What follows belongs to an exercise in optimizing a design on an open flow for small area, a short achievable clock period and few clock cycles; a production flow would make more cautious choices.
Only simulation tests tie the RTL to the original design; equivalence was not proved.
Power figures rest on the tool's default switching activity, not on a simulated workload.

== rev 12 ==
// dcache
module dcache (
    input  logic                               CLK,
    input  logic                               nRST,
    input  logic                               dmemREN,
    input  logic                               dmemWEN,
    input  logic                               datomic,
    input  logic                               halt,
    input  dcache_geom_pkg::dcache_addr_u      dmemaddr,
    input  dcache_cpu_pkg::word_t              dmemstore,
    output logic                               dhit,
    output dcache_cpu_pkg::word_t              dmemload,
    output logic                               flushed,
    output logic                               dREN,
    output logic                               dWEN,
    output logic [dcache_geom_pkg::ADDR_W-1:0] daddr,
    output dcache_cpu_pkg::word_t              dstore,
    input  dcache_cpu_pkg::word_t              dload,
    input  logic                               dwait
);
For scale: roughly 190 cells after synthesis, ~31 flip-flops, ~200 I/O pins.
Settings: LEC_CHECK=0, CAP_MARGIN=20, CORE_MARGIN=2, CORE_UTILIZATION=40, SLEW_MARGIN=20; clock period 11.0 ns.
run.sh (not shown) runs the stock make flow with config.mk's settings and CLKGATE_MAP_FILE= SYNTH_SCRIPT=/design/flow/synth_recipe.tcl, a recipe that flattens the netlist after the stock synthesis.
Testbench counts of rev 12, summed over its fixed seeds: cycles 6,467.
Modified inputs, rev 13 compared to rev 12
- BUFFER_PORTS_ARGS newly set to -buffer_cell sky130_fd_sc_hd__buf_1
==> flow/flow/run.sh (new file) <==
#!/bin/bash
# Standard layout, except that the port buffers are the plain buf_1 cell rather than
# the cell buffer_ports picks by default (a slow delay buffer).
set -e
cd "$(dirname "$0")/.."
echo 'export BUFFER_PORTS_ARGS = -buffer_cell sky130_fd_sc_hd__buf_1' >> config.mk
bash standard.sh > standard.log 2>&1
==> flow/standard.sh (new file) <==
#!/bin/bash
# synth_recipe.tcl (not shown) runs the flow's synth.tcl, then flattens the netlist and writes it again
# the make line also repeats each setting of config.mk as NAME=value (left out here)
make -C /OpenROAD-flow-scripts/flow DESIGN_CONFIG=/design/flow/config.mk WORK_HOME=/design/flow/orfs CLKGATE_MAP_FILE= SYNTH_SCRIPT=/design/flow/synth_recipe.tcl "${@:-finish}"
removed: flow/run.sh
[summary]
Rev 12 → rev 13: design area now smaller, setup slack of the worst register-to-register path went up 0.03 ns, flip-flop and latch count held steady, sum of met2 wire segment lengths after detailed routing shrank by about 16%.
The post-route clock period utilization of rev 13 falls short of that of rev 12 by 6.9 points.
Summary of the comparison: worst setup slack is higher in rev 13, relative to rev 12.

Another version of the RTL of dcache (not shown whole).
For scale: ~190 cells after synthesis, about 200 I/O pins.
make LEC_CHECK=0 CAP_MARGIN=20 CORE_MARGIN=2 CORE_UTILIZATION=40 SETUP_SLACK_MARGIN=5 SLEW_MARGIN=20 finish   # period 11.0 ns
Stock flow here: none of the scripts above is used.
Testbench counts at the start, summed over its fixed seeds: cycles 6,748.
Next try:
==> flow/flow/run.sh (new file) <==
#!/bin/bash
# Standard layout with three changes to how it is built (the constraints are untouched):
#  - port buffers are the plain buf_1 cell rather than the cell buffer_ports picks by
#    default (a slow delay buffer);
#  - repair_timing is asked for more setup slack, so that it sizes the port-to-port
#    paths, which otherwise meet the clock with room to spare and stay at minimum size;
#  - the clock tree for the few flip-flops is built from clkbuf_4 cells, without the
#    dummy loads CTS adds for balancing.
set -e
cd "$(dirname "$0")/.."
cat >> config.mk <<'MK'
export BUFFER_PORTS_ARGS = -buffer_cell sky130_fd_sc_hd__buf_1
export SETUP_SLACK_MARGIN = 5.8
export CTS_ARGS = -sink_clustering_enable -repair_clock_nets -dont_use_dummy_load -buf_list sky130_fd_sc_hd__clkbuf_4 -root_buf sky130_fd_sc_hd__clkbuf_4 -sink_clustering_buffer sky130_fd_sc_hd__clkbuf_4 -tree_buf sky130_fd_sc_hd__clkbuf_4
MK
bash standard.sh > standard.log 2>&1
==> flow/standard.sh (new file) <==
#!/bin/bash
# synth_recipe.tcl (not shown) runs the flow's synth.tcl, then flattens the netlist and writes it again
# the make line also repeats each setting of config.mk as NAME=value (left out here)
make -C /OpenROAD-flow-scripts/flow DESIGN_CONFIG=/design/flow/config.mk WORK_HOME=/design/flow/orfs CLKGATE_MAP_FILE= SYNTH_SCRIPT=/design/flow/synth_recipe.tcl "${@:-finish}"
Settings changed: BUFFER_PORTS_ARGS set to -buffer_cell sky130_fd_sc_hd__buf_1, CORE_UTILIZATION 40 to 65, CTS_ARGS set to -sink_clustering_enable -repair_clock_nets -dont_use_dummy_load -buf_list sky130_fd_sc_hd__clkbuf_4 -root_buf sky130_fd_sc_hd__clkbuf_4 -sink_clustering_buffer sky130_fd_sc_hd__clkbuf_4 -tree_buf sky130_fd_sc_hd__clkbuf_4, SETUP_SLACK_MARGIN 5 to 5.8.
removed: flow/run.sh
Flip-flop and latch count stays the same. Cell count fell by a little under a tenth. Worst setup slack gains 0.55 ns. Clock skew grows by 0.0064 ns. Register-to-register slack stays flat. Synthesized area is unchanged. Maximum frequency went up by roughly a tenth.

Setup of the previous run:
dcache, a different RTL version from the one above (not shown whole).
Size in the first run: about 190 cells after synthesis, about 34 flip-flops, ~200 I/O pins, roughly 2100 µm² of cells after synthesis.
==> flow/config.mk <==
export PLATFORM = sky130hd
export DESIGN_NAME = dcache
export DESIGN_NICKNAME = dcache
export VERILOG_FILES = /design/flow/design.v
export SDC_FILE = /design/flow/constraint.sdc
export NUM_CORES = 4
export LEC_CHECK = 0
export CAP_MARGIN = 20
export CORE_MARGIN = 2
export CORE_UTILIZATION = 65
export SLEW_MARGIN = 20
export BUFFER_PORTS_ARGS = -buffer_cell sky130_fd_sc_hd__buf_1
export SETUP_SLACK_MARGIN = 5.8
export CTS_ARGS = -sink_clustering_enable -repair_clock_nets -dont_use_dummy_load -buf_list sky130_fd_sc_hd__clkbuf_4 -root_buf sky130_fd_sc_hd__clkbuf_4 -sink_clustering_buffer sky130_fd_sc_hd__clkbuf_4 -tree_buf sky130_fd_sc_hd__clkbuf_4
==> flow/constraint.sdc <==
create_clock -name core_clock -period 11.0 [get_ports {CLK}]
set_input_delay 2.2000 -clock core_clock [delete_from_list [all_inputs] [get_ports {CLK}]]
set_output_delay 2.2000 -clock core_clock [all_outputs]
set_load 0.01 [all_outputs]
standard.sh (not shown) runs the stock make flow with config.mk's settings and CLKGATE_MAP_FILE= SYNTH_SCRIPT=/design/flow/synth_recipe.tcl, a recipe that flattens the netlist after the stock synthesis.
==> flow/flow/run.sh <==
#!/bin/bash
# Standard layout with three changes to how it is built (the constraints are untouched):
#  - port buffers are the plain buf_1 cell rather than the cell buffer_ports picks by
#    default (a slow delay buffer);
#  - repair_timing is asked for more setup slack, so that it sizes the port-to-port
#    paths, which otherwise meet the clock with room to spare and stay at minimum size;
#  - the clock tree for the few flip-flops is built from clkbuf_4 cells, without the
#    dummy loads CTS adds for balancing.
set -e
cd "$(dirname "$0")/.."
cat >> config.mk <<'MK'
export BUFFER_PORTS_ARGS = -buffer_cell sky130_fd_sc_hd__buf_1
export SETUP_SLACK_MARGIN = 5.8
export CTS_ARGS = -sink_clustering_enable -repair_clock_nets -dont_use_dummy_load -buf_list sky130_fd_sc_hd__clkbuf_4 -root_buf sky130_fd_sc_hd__clkbuf_4 -sink_clustering_buffer sky130_fd_sc_hd__clkbuf_4 -tree_buf sky130_fd_sc_hd__clkbuf_4
MK
bash standard.sh > standard.log 2>&1
Testbench counts of the previous run, summed over its fixed seeds: cycles 6,748.
Here is what was changed in the inputs of the current run compared with the previous run.
- clearing CTS_ARGS, which used to be -sink_clustering_enable -repair_clock_nets -dont_use_dummy_load -buf_list sky130_fd_sc_hd__clkbuf_4 -root_buf sky130_fd_sc_hd__clkbuf_4 -sink_clustering_buffer sky130_fd_sc_hd__clkbuf_4 -tree_buf sky130_fd_sc_hd__clkbuf_4
==> flow/flow/run.sh <==
#!/bin/bash
# Standard layout, except that the port buffers are the plain buf_1 cell rather than
# the cell buffer_ports picks by default (a slow delay buffer), and repair_timing is
# asked for more setup slack so that it sizes the port-to-port paths, which otherwise
# meet the clock with room to spare and are left at minimum size.
set -e
cd "$(dirname "$0")/.."
cat >> config.mk <<'MK'
export BUFFER_PORTS_ARGS = -buffer_cell sky130_fd_sc_hd__buf_1
export SETUP_SLACK_MARGIN = 5.8
MK
bash standard.sh > standard.log 2>&1
- The current run against the previous run: fraction of area in registers down 0.70 points; leakage power figure up 2.2%; total power up 0.031 mW; achievable frequency flat; remaining max-slew budget at the tightest pin flat.
- Delta (the current run minus the previous run): non-clock buffering overhead in the final layout fell 0.36 points; final-layout clock buffer total rose 2; worst setup slack after layout about even; aggregate routed wire length rose 0.88%; share of the clock period used by the worst path about even.
- The current run and the previous run ended up with nearly the same global-route track usage on met1.

[static timing again, ports no longer ideal]
The results above use ideal ports. As a check the final layouts listed here were re-extracted and re-timed, cells and wires unchanged. Step 1 assumes that a clkbuf_16 drives the clock port and a buf_2 every other input. Step 2 moves the port delays by t, midway between the first and last clock arrival at a register: inputs arrive t later, outputs are due t later. That takes back most of the time a late clock gives input paths. Slacks: ideal / step 1 / step 2; pairs: ideal / step 1.
run | t (ns) | setup WS [ns] | worst register clock-pin slew, ns | cell pins on the clock port's net
rev 12 | 0.301 | 4.460 / 4.437 / 4.437 | 0.07 / 0.07 | 1
rev 13 | 0.293 | 5.217 / 5.197 / 5.197 | 0.06 / 0.06 | 1
the first run of note 2 | 0.301 | 5.268 / 5.237 / 5.237 | 0.07 / 0.07 | 1
the second run of note 2 | 0.330 | 5.821 / 5.793 / 5.793 | 0.09 / 0.09 | 1
the previous run | 0.339 | 5.875 / 5.813 / 5.813 | 0.10 / 0.10 | 1
the current run | 0.346 | 5.875 / 5.810 / 5.810 | 0.10 / 0.10 | 1
After both steps setup and hold are still met in every run listed. The setup slack of the current run, which loses most, moves by -0.065 ns with the drivers and by -0.065 ns with both steps.
